From an optimization exercise on the open Yosys and OpenROAD flow, aimed at small area, a short achievable clock period and few clock cycles per item; shortcuts taken in it are not production practice.
Only simulation tests tie the RTL to the original design; equivalence was not proved.
No activity file was given, so power comes from the tool's default toggle rates.

<file path="flow/run.sh">
#!/bin/bash
# synth_recipe.tcl (not shown) runs the flow's synth.tcl, then flattens the netlist and writes it again
# the make line also repeats each setting of config.mk as NAME=value (left out here)
make -C /OpenROAD-flow-scripts/flow DESIGN_CONFIG=/design/flow/config.mk WORK_HOME=/design/flow/orfs CLKGATE_MAP_FILE= SYNTH_SCRIPT=/design/flow/synth_recipe.tcl finish
</file>
<file path="flow/config.mk">
export PLATFORM = sky130hd
export DESIGN_NAME = sdram_cache
export DESIGN_NICKNAME = sdram_cache
export VERILOG_FILES = /design/flow/design.v
export SDC_FILE = /design/flow/constraint.sdc
export NUM_CORES = 4
export LEC_CHECK = 0
export CAP_MARGIN = 20
export CORE_MARGIN = 2
export CORE_UTILIZATION = 25
export PLACE_DENSITY = 0.4
export SLEW_MARGIN = 20
</file>
<file path="flow/constraint.sdc">
create_clock -name core_clock -period 10.0 [get_ports {ui_clk}]
set_input_delay 2.0000 -clock core_clock [delete_from_list [all_inputs] [get_ports {ui_clk}]]
set_output_delay 2.0000 -clock core_clock [all_outputs]
set_load 0.01 [all_outputs]
</file>
<file path="flow/design.v">
`timescale 1ns/1ps
`default_nettype none
module sdram_cache (
    input  wire                               ui_clk,
    input  wire                               arst_n,
    input  wire                               calib_done,
    input  wire [28-1:0] sd_addr,
    input  wire                               sd_cs,
    input  wire                               sd_l,
    input  wire                               sd_u,
    input  wire                               sd_we,
    input  wire [15:0]      sd_wr,
    input  wire                               sd_big_r,
    output wire  [15:0]                       sd_rd,     
    output wire  [47:0]                       sd_rd48,   
    output wire                               sd_ready,
    output wire  [28-1:0]  app_addr,
    output wire  [2:0]   app_cmd,
    output wire                               app_en,
    output wire  [16*8-1:0] app_wdf_data,
    output wire                               app_wdf_wren,
    input  wire                               app_rdy,
    input  wire                               app_wdf_rdy,
    input  wire [16*8-1:0] app_rd_data,
    input  wire                               app_rd_data_valid
);
    localparam int NE = 8;
    localparam int TW = 24;
    logic [TW-1:0]  tag  [NE];
    logic [127:0]   data [NE];
    logic [NE-1:0]  valid;
    logic [NE-1:0]  dirty;
    logic [NE-1:0]  ref_b;       
    logic           rdy_q;       
    logic           busy;        
    logic           waiting;     
    logic           pend_wr;     
    logic [TW-1:0]  r_tag;
    logic [3:0]     r_off;
    logic           r_we, r_l, r_u, r_big;
    logic [15:0]    r_wr;
    logic [NE-1:0]  selA, selB;  
    logic           missA, missB;
    logic [NE-1:0]  vict;        
    logic           en_q, rd_cmd_q, wren_q, wb_pend;
    logic [TW-1:0]  addr_q;
    wire [TW-1:0] tagA  = sd_addr[27:4];
    wire [TW-1:0] tagB  = tagA + 1'b1;
    wire [3:0]    off   = sd_addr[3:0];
    wire          rdbig = sd_big_r & ~sd_we;
    wire          needA = sd_l | (sd_u & (off != 4'd15)) | (rdbig & (off <= 4'd13));
    wire          needB = (sd_u & (off == 4'd15)) | (rdbig & (off >= 4'd9));
    logic [NE-1:0] hA, hB;
    always_comb begin
        for (int e = 0; e < NE; e++) begin
            hA[e] = valid[e] && (tag[e] == tagA);
            hB[e] = valid[e] && (tag[e] == tagB);
        end
    end
    wire okA    = !needA || (|hA);
    wire okB    = !needB || (|hB);
    wire hit    = okA && okB;
    wire accept = rdy_q && sd_cs;
    logic [NE-1:0] victim;       
    always_comb begin
        victim = '0;
        for (int e = NE-1; e >= 0; e--) begin
            if (!ref_b[e]) victim = NE'(1) << e;
        end
    end
    wire [TW-1:0] r_tag_p1  = r_tag + 1'b1;
    wire [TW-1:0] fill_tag  = missA ? r_tag : r_tag_p1;
    wire          issue     = busy && !waiting && !en_q && !wren_q;
    wire          rd_arrive = busy && waiting && app_rd_data_valid;
    wire          fill_now  = rd_arrive && !wren_q;  
    wire          fill_more = missA && missB;
    logic          vict_dirty;
    logic [TW-1:0] vict_tag;
    always_comb begin
        vict_dirty = 1'b0;
        vict_tag   = '0;
        for (int e = 0; e < NE; e++) begin
            vict_dirty = vict_dirty | (victim[e] & valid[e] & dirty[e]);
            vict_tag   = vict_tag | ({TW{vict[e]}} & tag[e]);
        end
    end
    wire [NE-1:0] touch = (accept ? ((needA ? hA : '0) | (needB ? hB : '0)) : '0) |
                          (fill_now ? vict : '0);
    wire [NE-1:0] ref_or = ref_b | touch;
    logic [15:0] wA, wB;
    logic [7:0]  wbyte [16];
    always_comb begin
        for (int p = 0; p < 16; p++) begin
            wA[p] = (r_l && (r_off == 4'(p))) ||
                    (r_u && (r_off != 4'd15) && (r_off + 4'd1 == 4'(p)));
            wB[p] = (p == 0) && r_u && (r_off == 4'd15);
            wbyte[p] = fill_now ? app_rd_data[p*8 +: 8] :
                       (r_off == 4'(p)) ? r_wr[7:0] : r_wr[15:8];
        end
    end
    wire wr_inA = |wA;
    wire wr_inB = |wB;
    always_ff @(posedge ui_clk or negedge arst_n) begin
        if (!arst_n) begin
            rdy_q   <= 1'b0;
            busy    <= 1'b0;
            waiting <= 1'b0;
            pend_wr <= 1'b0;
            missA   <= 1'b0;
            missB   <= 1'b0;
            valid   <= '0;
            dirty   <= '0;
            ref_b   <= '0;
            en_q    <= 1'b0;
            wren_q  <= 1'b0;
            wb_pend <= 1'b0;
        end else begin
            pend_wr <= 1'b0;
            if (!rdy_q && !busy && calib_done) rdy_q <= 1'b1;  
            ref_b <= (&ref_or) ? touch : ref_or;
            if (accept) begin
                if (hit) begin
                    pend_wr <= sd_we;
                end else begin
                    rdy_q <= 1'b0;
                    busy  <= 1'b1;
                    missA <= needA && !(|hA);
                    missB <= needB && !(|hB);
                end
            end
            if (issue) begin
                waiting <= 1'b1;
                en_q    <= 1'b1;
                if (vict_dirty) begin
                    wren_q  <= 1'b1;
                    wb_pend <= 1'b1;
                end
            end else if (en_q && app_rdy) begin
                if (wb_pend) wb_pend <= 1'b0;  
                else         en_q    <= 1'b0;
            end
            if (wren_q && app_wdf_rdy) wren_q <= 1'b0;
            if (rd_arrive) begin
                waiting <= 1'b0;             
            end
            if (fill_now) begin
                if (missA) missA <= 1'b0;
                else       missB <= 1'b0;
                if (!fill_more) begin
                    busy    <= 1'b0;
                    rdy_q   <= 1'b1;
                    pend_wr <= r_we;
                end
            end
            for (int e = 0; e < NE; e++) begin
                if (fill_now && vict[e]) begin
                    valid[e] <= 1'b1;
                    dirty[e] <= 1'b0;
                end else if (pend_wr && ((selA[e] && wr_inA) || (selB[e] && wr_inB))) begin
                    dirty[e] <= 1'b1;
                end
            end
        end
    end
    always_ff @(posedge ui_clk) begin
        if (accept) begin
            r_tag <= tagA;
            r_off <= off;
            r_we  <= sd_we;
            r_l   <= sd_l;
            r_u   <= sd_u;
            r_big <= rdbig;
            r_wr  <= sd_wr;
            selA  <= hA;
            selB  <= hB;
        end
        if (fill_now) begin
            if (missA) selA <= vict;
            else       selB <= vict;
        end
        if (issue) begin
            vict     <= victim;
            addr_q   <= fill_tag;
            rd_cmd_q <= 1'b1;
        end else if (en_q && app_rdy && wb_pend) begin
            addr_q   <= vict_tag;
            rd_cmd_q <= 1'b0;
        end
    end
    always_ff @(posedge ui_clk) begin
        for (int e = 0; e < NE; e++) begin
            if (fill_now && vict[e]) tag[e] <= fill_tag;
            for (int p = 0; p < 16; p++) begin
                if ((fill_now && vict[e]) ||
                    (pend_wr && ((selA[e] && wA[p]) || (selB[e] && wB[p]))))
                    data[e][p*8 +: 8] <= wbyte[p];
            end
        end
    end
    wire [NE-1:0] selA_o = wren_q ? vict : selA;
    logic [127:0] lineA;
    logic [55:0]  lineB;
    always_comb begin
        lineA = '0;
        lineB = '0;
        for (int e = 0; e < NE; e++) begin
            lineA = lineA | ({128{selA_o[e]}} & data[e]);
            lineB = lineB | ({56{selB[e]}} & data[e][55:0]);
        end
    end
    wire [183:0] s0 = {lineB, lineA};
    wire [119:0] s1 = r_off[3] ? s0[183:64] : s0[119:0];
    wire [87:0]  s2 = r_off[2] ? s1[119:32] : s1[87:0];
    wire [71:0]  s3 = r_off[1] ? s2[87:16]  : s2[71:0];
    wire [63:0]  s4 = r_off[0] ? s3[71:8]   : s3[63:0];
    wire [7:0] lanes = {{6{r_big}}, r_u, r_l};
    logic [63:0] rd_out;
    always_comb begin
        for (int k = 0; k < 8; k++) rd_out[k*8 +: 8] = lanes[k] ? s4[k*8 +: 8] : 8'h00;
    end
    assign {sd_rd48, sd_rd} = rd_out;
    assign sd_ready     = rdy_q;
    assign app_en       = en_q;
    assign app_cmd      = {2'b00, rd_cmd_q};
    assign app_addr     = {1'b0, addr_q, 3'b000};
    assign app_wdf_wren = wren_q;
    assign app_wdf_data = lineA;
endmodule
`default_nettype wire
</file>
==> results by group <==
Timing
  • Worst Skew: 0.0537 ns
  • TNS Setup: 0 ns
  • Final setup vio count: 0
  • Tmin final: 8.55 ns
  • Max Fclk: around 120 MHz
  • Final Hold Viols: 0
  • Period Utilization, post-route: 85.5%
  • RSZ-0062 raised after global routing: false
  • Slew @ Worst Pin: 1.31 ns
  • Max Slew Vio Count: 0
  • Worst slew margin: ~12%

Detailed routing
  • Vias: 52900
  • Wire per inst: 39.2 um
  • Final ANT Viol Nets: 0
  • Drt first pass iters: 8
  • 1st-iter DRT viols: 7308
  • Routed WL: 359 mm
  • Via density per instance: 5.78
  • Number of remaining DRC errors: 0

Placed design
  • Buffers on Ports: 402
  • Routability cong.: between 0.9 and 1
  • Hpwl dp: ~250 mm

Finish
  • Area growth syn-to-layout: 22.2%
  • Filler cells: 25800
  • Final net count: 5808
  • Finished Core Util: 30.8%
  • Share of layout cells above drive strength 1: 11.0%
  • Multi-input gate area: between 0.02 and 0.025 mm^2
  • Register area: 0.0401 mm^2

Run status
  • Status: no timing/DRC/antenna violations

Setup path
  • Cells along the critical path: mux2_8 > buf_4 > a22oi_1 > nand4_1 > mux2i_1 > nor2_1 > nor2_1 > a221oi_1 > a21oi_1 > nor3_1 > clkdlybuf4s50_1
  • Most repeated library cell on the critical path: nor2_1
  • Worst setup SP type: flop
  • CP max stage delay: 1.12 ns
  • Crit Path Max Fanout: 53
  • CP Data Required Time: 8.00 ns
  • Crit path kind: flop to output port
  • Crit path arrival time: 6.55 ns
  • Crit path max-delay cell type: nor3_1
  • Crit. End Element: output port

Floorplanning
  • Chip width: just over 500 um
  • Core ar.: 0.257 mm^2
  • Rows: 186
  • DIE AREA: 0.263 mm^2
  • Initial Util: 25.2%
  • Die height: 513 um
  • I/O Pins: 409

Yosys
  • Asr flop ratio synth: ~2.5%
  • Post-synth EDFFs: roughly 1300
  • Synthesis warning total: 4
  • Synth unique cells: 93
  • Largest cells by area after synthesis: edfxtp_1 (60%), a22oi_1 (8.0%), mux2i_1 (3.2%)
  • Mean Syn Cell Area: 12.5 um^2
  • Mapped Cells: roughly 5200
  • Post-synth top area share: 60.1%
  • Register bit count reported by yosys: 1346
  • Yosys top cell by area: edfxtp_1
  • Sequential fraction of the synthesis area: 61.9%
  • Mapped cell area: between 0.06 and 0.07 mm^2
  • Synth Flop Type: edfxtp_1

Global routing
  • GRT Residual Overflow: 0
  • First-pass GRT wire length: about 470 mm
  • Initial antenna violation count: 25
  • Largest net degree at the start of global routing: 134
  • Vias in the first global route: 50100
  • Gr usage total: 26.2%

Pwr
  • VDD IR max: 0.272 mV
  • Static Leak: between 20 and 30 nW
  • PwrDens: 361 mW/mm^2

CTS
  • Hold buffer count at cts: 0
  • Clk sinks: 1346
  • TritonCTS Buffers: 154
  • Post-CTS Resized: 0
  • Post CTS Setup Buffer Count: 0
  • Max Root-Sink Buffers: 3
  • CTS H-tree lvls: 4
  • Clock-pin slew on the worst setup and hold paths: 0.06 ns
  • Worst-skew pair later-pin latency: ~0.82 ns
  • Root buf cell: clkbuf_16
  • TritonCTS clock tree: done

Worst hold path
  • Hold Crit Class: flop to flop

Run
  • Total of max-cap violations: 0
[cells by family (layout without fill, tap and decap cells)]
logic type / count (synthesis) / after routing / synth area share (%)
compound gates: 1598 / 1598 / 17.2
xor+xnor: 328 / 328 / 4.64
fa+ha+maj: 2 / 2 / 0.0386
buf+inv: 467 / 1026 / 2.80
flops: 1346 / 1346 / 61.9
mux: 260 / 260 / 4.24
other cells: 1 / 18 / 0.00579
simple gates: 1185 / 1185 / 9.20
[critical path, delay by kind of cell (launching register included)]
kind	cells	cell delay, ns
flops	1	0.90
mux	2	0.94
buf+inv	2	1.40
compound gates	3	0.69
simple gates	4	1.67
[layer usage]
layer / global-route usage, % / routed length [um] / vias up
li1: - / - / 21500
met3: 5.12 / 29300 / 676
met5: 0 / 81 / -
met1: 33.8 / 144000 / 27400
met4: 13.3 / 20700 / 12
met2: 41.8 / 165000 / 3283
[metrics by stage]
| step | total power [mW] | instance area, um^2 | cells | hold slack, ns | setup WS, ns |
|---|---|---|---|---|---|
| after floorplan | 14.0 | 64800 | 5192 | 0.424 | 4.52 |
| after global placement | 22.7 | 73900 | 8845 | 0.450 | 2.05 |
| after detailed placement | 22.7 | 73900 | 8847 | 0.444 | 2.05 |
| after CTS | 28.5 | 79000 | 9131 | 0.470 | 1.55 |
| after global routing | 29.2 | 79100 | 9136 | 0.494 | 1.44 |
| final | 28.5 | 79100 | 9147 | 0.462 | 1.45 |
[report_power, final]
part | leakage (nW) | switching (mW) | internal, mW
sequential | 12.3 | 0.704 | 7.83
clock | 2.47 | 2.47 | 3.28
combinational | 10.2 | 10.1 | 4.21
total | 25.0 | 13.2 | 15.3
[registers in the layout (all words and copies together), names as in the netlist, 4 cells and up]
| signal | flops |
|---|---|
| tag | 192 |
| r_wr | 16 |
| selB | 8 |
| valid | 8 |
| addr_q | 24 |
| r_tag | 24 |
| selA | 8 |
| dirty | 8 |
| r_off | 4 |
| vict | 8 |
| ref_b | 8 |
| data | 1024 |
[final cells by class]
class	instances	share of cell area, %
sequential	1346	50.7
inverter	45	0.217
clock buffer	198	5.20
clock inverter	86	1.28
multi-input combinational	3379	29.2
antenna	12	0.0380
timing repair buffer	697	8.02
tap	3384	5.35
[cells in the final DEF, fill, tap and decap left out, types with 38 or more instances in the layout]
cell type,count
nand2_1,310
a221oi_1,106
clkbuf_16,156
nor3_1,42
a22oi_1,693
mux2i_1,207
nand3_1,105
nor4_1,49
edfxtp_1,1296
clkdlybuf4s50_1,401
nand4_1,223
a21oi_1,124
buf_4,282
nor2_1,263
xor2_1,158
inv_1,38
a22o_1,61
o21ai_0,323
xnor2_1,159
a31oi_1,38
[worst paths after layout]
check                      slack (ns)  cells past startpoint      from     endpoint
max                              1.45                     11    wren_q     sd_rd[2]
min in group asynchronous        1.33                      1    arst_n     ref_b[5]
min reg2reg                      0.46                      2      r_we      pend_wr
max reg2reg                      4.85                      8  r_off[2]  data[5][67]
max in group asynchronous        8.09                      1    arst_n      wb_pend
min                              0.46                      2      r_we      pend_wr
[cell usage after synthesis, drive strengths merged, types with 17 or more instances]
cell    count
a211oi     21
a21o       20
a21oi     124
a221oi    106
a22o       61
a22oi     693
a31oi      38
and2       29
and3       25
buf       131
clkbuf    291
dfrtp      33
dfxtp      17
edfxtp   1296
inv        41
mux2       45
mux2i     208
nand2     311
nand2b     23
nand3     108
nand4     225
nor2      268
nor2b      20
nor3       52
nor4       58
o21a       30
o21ai     356
xnor2     160
xor2      159
Testbench counts, summed over its fixed seeds: cycles 37,319, requests 16,000.

==> static timing again, ports no longer ideal <==
In the flow no input, the clock included, has a driving cell. The finished layout below was timed again as built, in two steps.
Step 1 assumes that a clkbuf_16 drives the clock port and a buf_2 every other input.
Step 2 adds t to the input delays and takes it off the output delays; t is the mean of the earliest and latest rising clock arrival at the registers after step 1. Input paths then give back, and output paths get back, about the clock's delay inside the block.
Three values: ideal, step 1, step 2; two values: the first two.
t (ns): 0.888
setup WS [ns]: 1.448 / 1.352 / 1.856
worst setup path at the end: input to register
worst register clock-pin slew, ns: 0.07 / 0.07
pins driven straight from the clock port: 1
After both steps this run still meets setup and hold. The setup slack of this run moves by -0.096 ns with the drivers and by +0.408 ns with both steps.
